From an optimization exercise on the open Yosys and OpenROAD flow, aimed at small area, a short achievable clock period and few clock cycles; shortcuts taken in it are not production practice. In this exercise RTL edits were held to simulation tests only and were not proved equivalent to the original. Power figures rest on the tool's default switching activity, not on a simulated workload.

<file path="config.mk">
export PLATFORM = sky130hd
export DESIGN_NAME = packet_truncate_ipv4_fixup_unit
export DESIGN_NICKNAME = packet_truncate_ipv4_fixup_unit
export VERILOG_FILES = /design/flow/design.v
export SDC_FILE = /design/flow/constraint.sdc
export NUM_CORES = 4
export LEC_CHECK = 0
export CAP_MARGIN = 20
export CORE_MARGIN = 2
export CORE_UTILIZATION = 40
export PLACE_DENSITY = 0.6
export SLEW_MARGIN = 20
</file>
<file path="constraint.sdc">
create_clock -name core_clock -period 5.5 [get_ports {clk_i}]
set_input_delay 1.1000 -clock core_clock [delete_from_list [all_inputs] [get_ports {clk_i}]]
set_output_delay 1.1000 -clock core_clock [all_outputs]
set_load 0.01 [all_outputs]
</file>
<file path="design.v">
package ptif_pkg;
  localparam int unsigned HEADER_HOLD_BYTES = 60;
  localparam logic REG_ENABLE    = 1'b0;
  localparam logic REG_TRUNC_LEN = 1'b1;
  localparam logic [4:0]  ETH_BASE_LEN = 5'd14;
  localparam logic [4:0]  TAG_LEN      = 5'd4;
  localparam logic [4:0]  TAGGED_IP_OFF = ETH_BASE_LEN + TAG_LEN;
  localparam logic [15:0] TYPE_IPV4    = 16'h0800;
  localparam logic [15:0] TYPE_CTAG    = 16'h8100;
  localparam logic [15:0] TYPE_STAG    = 16'h88A8;
  localparam logic [15:0] POS_TYPE_HI  = 16'd12;
  localparam logic [15:0] POS_TYPE_LO  = 16'd13;
  localparam logic [15:0] POS_INNER_HI = 16'd16;
  localparam logic [15:0] POS_INNER_LO = 16'd17;
  localparam logic [15:0] POS_MAX      = 16'hFFFF;
  localparam logic [3:0] IPV4_VERSION = 4'h4;
  localparam logic [5:0] IPV4_MIN_HDR = 6'd20;
  localparam logic [5:0] OFF_TLEN_HI  = 6'd2;
  localparam logic [5:0] OFF_TLEN_LO  = 6'd3;
  localparam logic [5:0] OFF_CSUM_HI  = 6'd10;
  localparam logic [5:0] OFF_CSUM_LO  = 6'd11;
  localparam logic [15:0] KEEP_MIN_UNTAGGED = 16'(ETH_BASE_LEN) + 16'(IPV4_MIN_HDR);
  localparam logic [15:0] KEEP_MIN_VLAN     = 16'(ETH_BASE_LEN) + 16'(TAG_LEN);
  localparam logic [15:0] KEEP_MIN_TAGGED   = 16'(TAGGED_IP_OFF) + 16'(IPV4_MIN_HDR);
endpackage
import ptif_pkg::*;
module packet_truncate_ipv4_fixup_unit #(
  parameter int unsigned HEADER_HOLD_BYTES = ptif_pkg::HEADER_HOLD_BYTES
) (
  input  logic        clk_i,
  input  logic        rst_ni,
  input  logic        cfg_we_i,
  input  logic        cfg_idx_i,
  input  logic [15:0] cfg_wdata_i,
  input  logic        s_axis_tvalid,
  output logic        s_axis_tready,
  input  logic [23:0] s_axis_tdata,    
  input  logic        s_axis_tlast,
  output logic        m_axis_tvalid,
  input  logic        m_axis_tready,
  output logic [7:0]  m_axis_tdata,    
  output logic        m_axis_tlast
);
  localparam int unsigned IDX_W = $clog2(HEADER_HOLD_BYTES);
  localparam int unsigned CNT_W = $clog2(HEADER_HOLD_BYTES + 1);
  localparam logic [6:0]  HOLD_MAX = 7'(HEADER_HOLD_BYTES);
  logic        en_q;
  logic [15:0] tlen_q;
  logic [15:0] pos_q, pos_d;
  logic        cut_q, cut_d;
  logic [15:0] kept_q, kept_d;
  logic [15:0] eth_q, eth_d;
  logic        vlan_q, vlan_d;
  logic [4:0]  ipoff_q, ipoff_d;
  logic [5:0]  need_q, need_d;
  logic        hold_q, hold_d;
  logic [CNT_W-1:0] hold_cnt_q, hold_cnt_d;
  logic [20:0] csum_q, csum_d;
  logic [15:0] total_q, total_d;
  logic [21:0] s1_q;
  logic [15:0] chk_q;
  logic             rel_active_q, rel_active_d;
  logic             rel_fixed_q, rel_fixed_d;
  logic             rel_mark_q, rel_mark_d;
  logic [CNT_W-1:0] rel_cnt_q, rel_cnt_d;
  logic [IDX_W-1:0] iss_q, iss_d;
  logic             rd_pend_q, rd_pend_d;
  logic [IDX_W-1:0] rd_idx_q, rd_idx_d;
  logic [7:0]       hdr_mem [HEADER_HOLD_BYTES];
  logic             wr_en;
  logic [IDX_W-1:0] wr_addr;
  logic             rd_en;
  logic [7:0]       rd_data_q;
  logic       out_valid_q, out_valid_d;
  logic [7:0] out_byte_q, out_byte_d;
  logic       out_last_q, out_last_d;
  logic       out_load;
  logic       in_acc, out_free, move;
  logic [7:0] b;
  logic [15:0] flen;
  logic        last;
  logic        first;
  logic        cut_e;
  logic [15:0] kept_e, eth_e, eth_v;
  logic        vlan_e, hold_e;
  logic [4:0]  ipoff_e;
  logic [20:0] csum_e;
  logic [5:0]  ihl;
  logic        ihl_ok;
  logic        pos_end;
  logic [16:0] fold1;
  logic [15:0] fold2;
  function automatic [20:0] csum_add(input [20:0] sum, input [5:0] off,
                                     input [7:0] b);
    reg [20:0] addend;
    addend = off[0] ? {13'd0, b} : {5'd0, b, 8'd0};
    if (off == OFF_TLEN_HI || off == OFF_TLEN_LO ||
        off == OFF_CSUM_HI || off == OFF_CSUM_LO) begin
      csum_add = sum;
    end else begin
      csum_add = sum + addend;
    end
  endfunction
  assign b    = s_axis_tdata[7:0];
  assign flen = s_axis_tdata[23:8];
  assign last = s_axis_tlast;
  assign out_free      = !out_valid_q || m_axis_tready;
  assign s_axis_tready = !rel_active_q && !rd_pend_q && out_free;
  assign in_acc        = s_axis_tvalid && s_axis_tready;
  assign move          = rd_pend_q && out_free;
  assign m_axis_tvalid = out_valid_q;
  assign m_axis_tdata  = out_byte_q;
  assign m_axis_tlast  = out_last_q;
  always_ff @(posedge clk_i or negedge rst_ni) begin
    if (!rst_ni) begin
      en_q   <= 1'b0;
      tlen_q <= 16'd0;
    end else if (cfg_we_i) begin
      case (cfg_idx_i)
        REG_ENABLE:    en_q   <= cfg_wdata_i[0];
        REG_TRUNC_LEN: tlen_q <= cfg_wdata_i;
        default:       en_q   <= en_q;
      endcase
    end
  end
  always_comb begin
    first   = (pos_q == 16'd0);
    cut_e   = first ? (en_q && tlen_q != 16'd0 && flen > tlen_q) : cut_q;
    kept_e  = first ? tlen_q : kept_q;
    eth_e   = first ? 16'd0 : eth_q;
    vlan_e  = first ? 1'b0 : vlan_q;
    ipoff_e = first ? 5'd0 : ipoff_q;
    hold_e  = first ? 1'b0 : hold_q;
    csum_e  = first ? 21'd0 : csum_q;
    ihl     = {b[3:0], 2'b00};
    ihl_ok  = b[7:4] == IPV4_VERSION && ihl >= IPV4_MIN_HDR &&
              {1'b0, ihl} <= HOLD_MAX &&
              {1'b0, kept_e} >= 17'(ipoff_e) + 17'(ihl);
    pos_end = ({1'b0, pos_q} + 17'd1) == {1'b0, kept_e};
    eth_v   = eth_e | {8'd0, b};
    pos_d      = pos_q;
    cut_d      = cut_q;
    kept_d     = kept_q;
    eth_d      = eth_q;
    vlan_d     = vlan_q;
    ipoff_d    = ipoff_q;
    need_d     = need_q;
    hold_d     = hold_q;
    hold_cnt_d = hold_cnt_q;
    csum_d     = csum_q;
    total_d    = total_q;
    rel_active_d = rel_active_q;
    rel_fixed_d  = rel_fixed_q;
    rel_mark_d   = rel_mark_q;
    rel_cnt_d    = rel_cnt_q;
    iss_d        = iss_q;
    rd_pend_d    = rd_pend_q;
    rd_idx_d     = rd_idx_q;
    rd_en        = 1'b0;
    wr_en   = 1'b0;
    wr_addr = '0;
    out_load   = 1'b0;
    out_byte_d = out_byte_q;
    out_last_d = out_last_q;
    if (in_acc) begin
      cut_d   = cut_e;
      kept_d  = kept_e;
      eth_d   = eth_e;
      vlan_d  = vlan_e;
      ipoff_d = ipoff_e;
      hold_d  = hold_e;
      csum_d  = csum_e;
      if (cut_e && pos_q >= kept_e) begin
      end else if (hold_e) begin
        wr_en   = 1'b1;
        wr_addr = hold_cnt_q[IDX_W-1:0];
        csum_d  = csum_add(csum_e, 6'(hold_cnt_q), b);
        if (6'(hold_cnt_q) + 6'd1 == need_q) begin
          rel_active_d = 1'b1;
          rel_fixed_d  = 1'b1;
          rel_mark_d   = last || pos_end;
          rel_cnt_d    = hold_cnt_q + CNT_W'(1);
          iss_d        = '0;
          total_d      = kept_e - 16'(ipoff_e);
          hold_d       = 1'b0;
          ipoff_d      = 5'd0;
        end else if (last) begin
          rel_active_d = 1'b1;
          rel_fixed_d  = 1'b0;
          rel_mark_d   = 1'b1;
          rel_cnt_d    = hold_cnt_q + CNT_W'(1);
          iss_d        = '0;
          hold_d       = 1'b0;
        end else begin
          hold_cnt_d = hold_cnt_q + CNT_W'(1);
        end
      end else if (cut_e && ipoff_e != 5'd0 && pos_q == 16'(ipoff_e)) begin
        if (ihl_ok) begin
          hold_d     = 1'b1;
          need_d     = ihl;
          wr_en      = 1'b1;
          wr_addr    = '0;
          csum_d     = {5'd0, b, 8'd0};
          hold_cnt_d = CNT_W'(1);
          if (last) begin
            rel_active_d = 1'b1;
            rel_fixed_d  = 1'b0;
            rel_mark_d   = 1'b1;
            rel_cnt_d    = CNT_W'(1);
            iss_d        = '0;
            hold_d       = 1'b0;
          end
        end else begin
          ipoff_d    = 5'd0;
          out_load   = 1'b1;
          out_byte_d = b;
          out_last_d = last || pos_end;
        end
      end else begin
        if (cut_e) begin
          if (pos_q == POS_TYPE_HI || pos_q == POS_INNER_HI) begin
            eth_d = {b, 8'd0};
          end else if (pos_q == POS_TYPE_LO) begin
            eth_d = eth_v;
            if (eth_v == TYPE_IPV4 && kept_e >= KEEP_MIN_UNTAGGED) begin
              ipoff_d = ETH_BASE_LEN;
            end else if ((eth_v == TYPE_CTAG || eth_v == TYPE_STAG) &&
                         kept_e >= KEEP_MIN_VLAN) begin
              vlan_d = 1'b1;
            end
          end else if (pos_q == POS_INNER_LO && vlan_e) begin
            eth_d  = eth_v;
            vlan_d = 1'b0;
            if (eth_v == TYPE_IPV4 && kept_e >= KEEP_MIN_TAGGED) begin
              ipoff_d = TAGGED_IP_OFF;
            end
          end
        end
        out_load   = 1'b1;
        out_byte_d = b;
        out_last_d = last || (cut_e && pos_end);
      end
      if (last) begin
        pos_d  = 16'd0;
        hold_d = 1'b0;
      end else if (pos_q != POS_MAX) begin
        pos_d = pos_q + 16'd1;
      end
    end
    if (move) begin
      out_load   = 1'b1;
      out_byte_d = rd_data_q;
      if (rel_fixed_q) begin
        case (6'(rd_idx_q))
          OFF_TLEN_HI: out_byte_d = total_q[15:8];
          OFF_TLEN_LO: out_byte_d = total_q[7:0];
          OFF_CSUM_HI: out_byte_d = chk_q[15:8];
          OFF_CSUM_LO: out_byte_d = chk_q[7:0];
          default:     out_byte_d = rd_data_q;
        endcase
      end
      out_last_d = rel_mark_q && (CNT_W'(rd_idx_q) + CNT_W'(1) == rel_cnt_q);
      rd_pend_d  = 1'b0;
    end
    if (rel_active_q && (!rd_pend_q || move)) begin
      rd_en     = 1'b1;
      rd_pend_d = 1'b1;
      rd_idx_d  = iss_q;
      if (CNT_W'(iss_q) + CNT_W'(1) == rel_cnt_q) begin
        rel_active_d = 1'b0;
      end else begin
        iss_d = iss_q + IDX_W'(1);
      end
    end
    if (out_load) begin
      out_valid_d = 1'b1;
    end else if (m_axis_tready) begin
      out_valid_d = 1'b0;
    end else begin
      out_valid_d = out_valid_q;
    end
    fold1 = {1'b0, s1_q[15:0]} + {11'd0, s1_q[21:16]};
    fold2 = fold1[15:0] + {15'd0, fold1[16]};
  end
  always_ff @(posedge clk_i or negedge rst_ni) begin
    if (!rst_ni) begin
      pos_q        <= 16'd0;
      cut_q        <= 1'b0;
      kept_q       <= 16'd0;
      eth_q        <= 16'd0;
      vlan_q       <= 1'b0;
      ipoff_q      <= 5'd0;
      need_q       <= 6'd0;
      hold_q       <= 1'b0;
      hold_cnt_q   <= '0;
      csum_q       <= 21'd0;
      rel_active_q <= 1'b0;
      rel_fixed_q  <= 1'b0;
      rel_mark_q   <= 1'b0;
      rel_cnt_q    <= '0;
      iss_q        <= '0;
      rd_pend_q    <= 1'b0;
      out_valid_q  <= 1'b0;
    end else begin
      pos_q        <= pos_d;
      cut_q        <= cut_d;
      kept_q       <= kept_d;
      eth_q        <= eth_d;
      vlan_q       <= vlan_d;
      ipoff_q      <= ipoff_d;
      need_q       <= need_d;
      hold_q       <= hold_d;
      hold_cnt_q   <= hold_cnt_d;
      csum_q       <= csum_d;
      rel_active_q <= rel_active_d;
      rel_fixed_q  <= rel_fixed_d;
      rel_mark_q   <= rel_mark_d;
      rel_cnt_q    <= rel_cnt_d;
      iss_q        <= iss_d;
      rd_pend_q    <= rd_pend_d;
      out_valid_q  <= out_valid_d;
    end
  end
  always_ff @(posedge clk_i) begin
    rd_idx_q   <= rd_idx_d;
    total_q    <= total_d;
    s1_q       <= {1'b0, csum_q} + {6'd0, total_q};
    chk_q      <= ~fold2;
    out_byte_q <= out_byte_d;
    out_last_q <= out_last_d;
  end
  always_ff @(posedge clk_i) begin
    if (wr_en) begin
      hdr_mem[wr_addr] <= b;
    end
    if (rd_en) begin
      rd_data_q <= hdr_mem[iss_q];
    end
  end
endmodule
</file>
<file path="run.sh">
#!/bin/bash
# synth_recipe.tcl (not shown) runs the flow's synth.tcl, then flattens the netlist and writes it again
# the make line also repeats each setting of config.mk as NAME=value (left out here)
make -C /OpenROAD-flow-scripts/flow DESIGN_CONFIG=/design/flow/config.mk WORK_HOME=/design/flow/orfs CLKGATE_MAP_FILE= SYNTH_SCRIPT=/design/flow/synth_recipe.tcl finish
</file>
==> notes.md <==
-- layer usage --
metal | global-route usage | share of wire | vias up
met4 | 0.08251 | 0.034 | 2
met3 | 0.05547 | 0.091 | 147
li1 | - | - | 9595
met5 | 0 | 0.00014 | -
met2 | 0.3227 | 0.44 | 917
met1 | 0.3075 | 0.44 | 10720
-- cells by family after synthesis --
group,share of synthesized area
flops,0.6005
mux,0.1125
fa+ha+maj,0.03909
compound gates,0.09785
xor+xnor,0.02947
buf+inv,0.02350
simple gates,0.09707
-- worst max-delay path by stage --
| stage | start | to | slack (ns) | cells after the start |
|---|---|---|---|---|
| after global routing | pos_q[0] | hdr_mem[39][0] | 0.01 | 16 |
| after floorplan | pos_q[0] | hdr_mem[46][0] | 0.008 | 19 |
| final | pos_q[0] | hdr_mem[39][0] | 0.30 | 15 |
| after detailed placement | pos_q[0] | hdr_mem[39][0] | 0.14 | 15 |
| after CTS | pos_q[0] | hdr_mem[39][0] | 0.14 | 15 |
| after global placement | pos_q[0] | hdr_mem[39][2] | 0.39 | 15 |
-- power groups by stage --
stage	Clock, uW	Combinational, uW	Sequential, uW
final	5030	4090	6050
after detailed placement	0	4060	6160
after global routing	5320	4400	6080
after floorplan	0	2740	6000
after global placement	0	3990	6160
after CTS	5140	4070	6050
-- final cells by class --
cell class,instances,share of cell area
flip-flops and latches,678,0.5191
multi-input cells,1532,0.3266
clock buffers,96,0.05348
repair buffers,206,0.04477
well taps,1060,0.03552
clock inverters,43,0.01300
inverters,75,0.007539
-- metrics by stage --
step	util	worst slack, ns	area (um2)	hold slack, ns
3_3_place_gp	0.4347	0.3889	34840	0.4487
5_1_grt	0.4658	0.01048	37340	0.4920
3_5_place_dp	0.4347	0.1384	34840	0.4467
2_1_floorplan	-	0.008440	32320	0.4231
6_report	0.4658	0.3009	37340	0.4510
4_1_cts	0.4657	0.1398	37330	0.4439
-- placed cells by master (no fill, tap or decap), types with 21 or more instances in the layout --
master / instances
sky130_fd_sc_hd__nor2_1: 186
sky130_fd_sc_hd__ha_1: 92
sky130_fd_sc_hd__buf_4: 148
sky130_fd_sc_hd__and2_1: 32
sky130_fd_sc_hd__dfrtp_1: 118
sky130_fd_sc_hd__xnor2_1: 74
sky130_fd_sc_hd__xor2_1: 32
sky130_fd_sc_hd__nand2_1: 142
sky130_fd_sc_hd__clkbuf_16: 76
sky130_fd_sc_hd__nor4_1: 27
sky130_fd_sc_hd__a22o_1: 25
sky130_fd_sc_hd__and3_1: 21
sky130_fd_sc_hd__clkdlybuf4s50_1: 48
sky130_fd_sc_hd__nor3_1: 39
sky130_fd_sc_hd__nand2b_1: 21
sky130_fd_sc_hd__a21o_1: 21
sky130_fd_sc_hd__edfxtp_1: 519
sky130_fd_sc_hd__mux2_2: 26
sky130_fd_sc_hd__nand3_1: 43
sky130_fd_sc_hd__a21oi_1: 82
sky130_fd_sc_hd__o22ai_1: 26
sky130_fd_sc_hd__nor2b_1: 21
sky130_fd_sc_hd__o21ai_0: 118
sky130_fd_sc_hd__mux2i_1: 107
sky130_fd_sc_hd__a31oi_1: 21
sky130_fd_sc_hd__mux4_2: 98
sky130_fd_sc_hd__inv_1: 74
sky130_fd_sc_hd__dfxtp_1: 38
-- worst max-delay path, delay by kind of cell, from the launching register on --
| family | cells | cell delay, ns |
|---|---|---|
| DFF | 1 | 0.39 |
| buffers and inverters | 3 | 0.53 |
| adders and majority gates | 2 | 0.47 |
| AOI/OAI and AO/OA | 5 | 1.76 |
| and+or+nand+nor | 4 | 1.50 |
| muxes | 1 | 0.24 |
==> run_summary.xml <==
<?xml version="1.0" encoding="UTF-8"?>
<metrics>
  <group name="finish">
    <metric name="largest-register" unit="">hdr_mem</metric>
    <metric name="max_ffs_per_register" unit="">480</metric>
    <metric name="fill_cells" unit="">7036</metric>
    <metric name="post_layout_nonfiller_instances" unit="">3690</metric>
    <metric name="diode_insertion_count_for_antenna_repair" unit="">0</metric>
    <metric name="post_route_cells_drive_above_1_share" unit="">0.1681</metric>
    <metric name="nets" unit="">2713</metric>
    <metric name="multiInputGateArea" unit="um2">12200</metric>
    <metric name="area.growth.synth_to_final" unit="%">15.74</metric>
    <metric name="top_regs" unit="">hdr_mem x480, s1_q x22, csum_q x21</metric>
    <metric name="ff_latch_area" unit="um2">19380</metric>
  </group>
  <group name="pwr">
    <metric name="clkPwrFrac" unit="">0.332</metric>
    <metric name="power.internal" unit="uW">10420</metric>
    <metric name="power_per_cell_area" unit="nW/um2">406.2</metric>
    <metric name="p_leak" unit="uW">0.01349</metric>
    <metric name="power.total" unit="uW">15170</metric>
    <metric name="seq_power_share" unit="">0.399</metric>
    <metric name="swShare" unit="">0.3132</metric>
    <metric name="combPwrFrac" unit="">0.269</metric>
    <metric name="switching_power_total" unit="uW">4750</metric>
    <metric name="vdd_drop_max" unit="V">0.0002360</metric>
  </group>
  <group name="logic_synthesis">
    <metric name="synth.cells.most_frequent" unit="">519 x sky130_fd_sc_hd__edfxtp_1, 186 x sky130_fd_sc_hd__nor2_1, 143 x sky130_fd_sc_hd__nand2_1, 121 x sky130_fd_sc_hd__dfrtp_1, 120 x sky130_fd_sc_hd__o21ai_0</metric>
    <metric name="synth_flop_cell" unit="">sky130_fd_sc_hd__edfxtp_1</metric>
    <metric name="ys_seq_elements" unit="">678</metric>
    <metric name="synth.avg_cell_area" unit="um2">13.43</metric>
    <metric name="netlist_area" unit="um2">32260</metric>
    <metric name="post-synth-top-count-cell" unit="">sky130_fd_sc_hd__edfxtp_1</metric>
    <metric name="syn-instance-count" unit="">2403</metric>
    <metric name="synth_enable_flop_cells" unit="">519</metric>
    <metric name="post_synth_num_cell_types" unit="">92</metric>
    <metric name="postSynthNetCount" unit="">2547</metric>
    <metric name="yosys_warnings" unit="">1</metric>
    <metric name="synth_area_leaders" unit="">sky130_fd_sc_hd__edfxtp_1 48%, sky130_fd_sc_hd__dfrtp_1 9.4%, sky130_fd_sc_hd__mux4_2 6.8%, sky130_fd_sc_hd__ha_1 3.6%, sky130_fd_sc_hd__mux2i_1 3.3%</metric>
    <metric name="fraction_of_registers_with_async_set_reset" unit="">0.1785</metric>
    <metric name="synth-seq-area-share" unit="">0.6005</metric>
    <metric name="post-synth-top-area-cell" unit="">sky130_fd_sc_hd__edfxtp_1</metric>
    <metric name="netlist.area_leader.share" unit="">0.4831</metric>
  </group>
  <group name="grt">
    <metric name="antenna_found_initial" unit="">5</metric>
    <metric name="grt_util_all_layers" unit="">0.2176</metric>
    <metric name="via_count_of_the_first_global_routing_pass" unit="">21090</metric>
    <metric name="maximum_number_of_pins_on_one_net_before_global_route_repair" unit="">80</metric>
    <metric name="grt_overflow_total" unit="">0</metric>
    <metric name="grt_pass1_wl" unit="um">134800</metric>
  </group>
  <group name="sta">
    <metric name="least_margin_pin_slew" unit="ns">1.023</metric>
    <metric name="finClkSkew" unit="ns">0.05243</metric>
    <metric name="timing.final.max_slew_violations" unit="">0</metric>
    <metric name="max_freq" unit="GHz">0.1923</metric>
    <metric name="finalWorstPathRequiredPeriod" unit="ns">5.199</metric>
    <metric name="timing.final.crit_share" unit="">0.9453</metric>
    <metric name="setup_repair_after_global_routing_missed_its_margin" unit="">no</metric>
    <metric name="hold_viol" unit="">0</metric>
    <metric name="report.final.setup_viol" unit="">0</metric>
    <metric name="slew_headroom" unit="">0.3163</metric>
    <metric name="fin_tns_setup" unit="ns">0</metric>
  </group>
  <group name="route">
    <metric name="detail_route.wl_per_cell" unit="um">24.53</metric>
    <metric name="antenna_violating_nets_post_route" unit="">0</metric>
    <metric name="vias_per_cell" unit="">5.793</metric>
    <metric name="drt_first_pass_iters" unit="">6</metric>
    <metric name="totalWireLength" unit="um">90530</metric>
    <metric name="drtIter0Drc" unit="">2394</metric>
    <metric name="residual_drc" unit="">0</metric>
    <metric name="dr_total_vias" unit="">21380</metric>
  </group>
  <group name="setup_path">
    <metric name="regToRegEndpoint" unit="">hdr_mem[39][0]</metric>
    <metric name="cp_cell_sequence" unit="">inv_1, ha_1, nor4b_2, nand4_1, buf_12, mux2i_1, ha_1, a21oi_1, o21ai_0, a221oi_1, o21ai_0, a211oi_2, nand2b_1, nor4_2, buf_4</metric>
    <metric name="critical_path.max_fanout" unit="">31</metric>
    <metric name="reg2reg_setup_slack" unit="ns">0.30</metric>
    <metric name="timing.rr.start" unit="">pos_q[0]</metric>
    <metric name="crit_end_category" unit="">register</metric>
    <metric name="arrival" unit="ns">5.54</metric>
    <metric name="critical_path_rt" unit="ns">5.84</metric>
    <metric name="worst_setup_path_start_kind" unit="">register</metric>
    <metric name="worstRegToRegCells" unit="">15</metric>
    <metric name="critical_path_class" unit="">reg2reg</metric>
    <metric name="slowest_delay" unit="ns">0.62</metric>
    <metric name="cp_slowest_cell" unit="">sky130_fd_sc_hd__a211oi_2</metric>
  </group>
  <group name="clock_network">
    <metric name="cts_hold_buffers" unit="">0</metric>
    <metric name="clkTransAtPathRegs" unit="ns">0.06</metric>
    <metric name="clock_sink_count" unit="">678</metric>
    <metric name="tritoncts_clock_tree" unit="">yes</metric>
    <metric name="number_of_h_tree_levels" unit="">3</metric>
    <metric name="post_cts.repair.setup_buffers" unit="">0</metric>
    <metric name="cts_made_buffers" unit="">76</metric>
    <metric name="post_cts_resized" unit="">0</metric>
    <metric name="clockRootBuffer" unit="">sky130_fd_sc_hd__clkbuf_16</metric>
    <metric name="cts_buffer_depth" unit="">3</metric>
    <metric name="worst_skew_pair.late_latency" unit="ns">0.64</metric>
  </group>
  <group name="placement">
    <metric name="final_gp_congestion" unit="">0.8869</metric>
    <metric name="place_hpwl" unit="um">61680</metric>
    <metric name="placed_cells_incl_taps" unit="">3550</metric>
    <metric name="buffer_ports.inserted" unit="">57</metric>
  </group>
  <group name="run_status">
    <metric name="status" unit="">finished clean</metric>
  </group>
  <group name="worst_hold_path">
    <metric name="min_delay_worst_endpoint" unit="">chk_q[15]</metric>
    <metric name="holdPathStages" unit="">1</metric>
    <metric name="min_from" unit="">s1_q[15]</metric>
    <metric name="hold_class" unit="">reg2reg</metric>
  </group>
  <group name="job">
    <metric name="drv_cap" unit="">0</metric>
  </group>
  <group name="floorplanning">
    <metric name="std_cell_rows" unit="">104</metric>
    <metric name="core-area" unit="um2">80160</metric>
    <metric name="floorplan.initialDensity" unit="">0.4025</metric>
    <metric name="design.portCount" unit="">58</metric>
    <metric name="die_w" unit="um">288</metric>
    <metric name="die_area" unit="um2">82940</metric>
    <metric name="die_h" unit="um">288</metric>
  </group>
</metrics>
Testbench counts, summed over its fixed seeds: cycles 259,410.

-- static timing again, ports no longer ideal --
How much do the figures lean on ideal ports? The routed layout below was timed once more, with nothing changed but the port constraints.
Step 1 (the two cells are an assumption about what drives the block):
set clk [get_ports {clk_i}]
set_driving_cell -lib_cell sky130_fd_sc_hd__clkbuf_16 $clk
set_driving_cell -lib_cell sky130_fd_sc_hd__buf_2 [delete_from_list [all_inputs] $clk]
Step 2 moves the port delays by t, midway between the first and last clock arrival at a register: inputs arrive t later, outputs are due t later. That takes back most of the time a late clock gives input paths.
Slacks: no drivers / after step 1 / after step 2; pairs: no drivers / after step 1.
shift t [ns]: 0.678
setup WS [ns]: 0.301 / 0.301 / 0.301
latest minus earliest clock arrival (ns): 0.052 / 0.052
worst slew at a driven data input, ns: 0.11
After both steps this run still meets setup and hold. For this run, drivers alone change the setup slack by 0.000 ns; drivers and shift together by 0.000 ns.
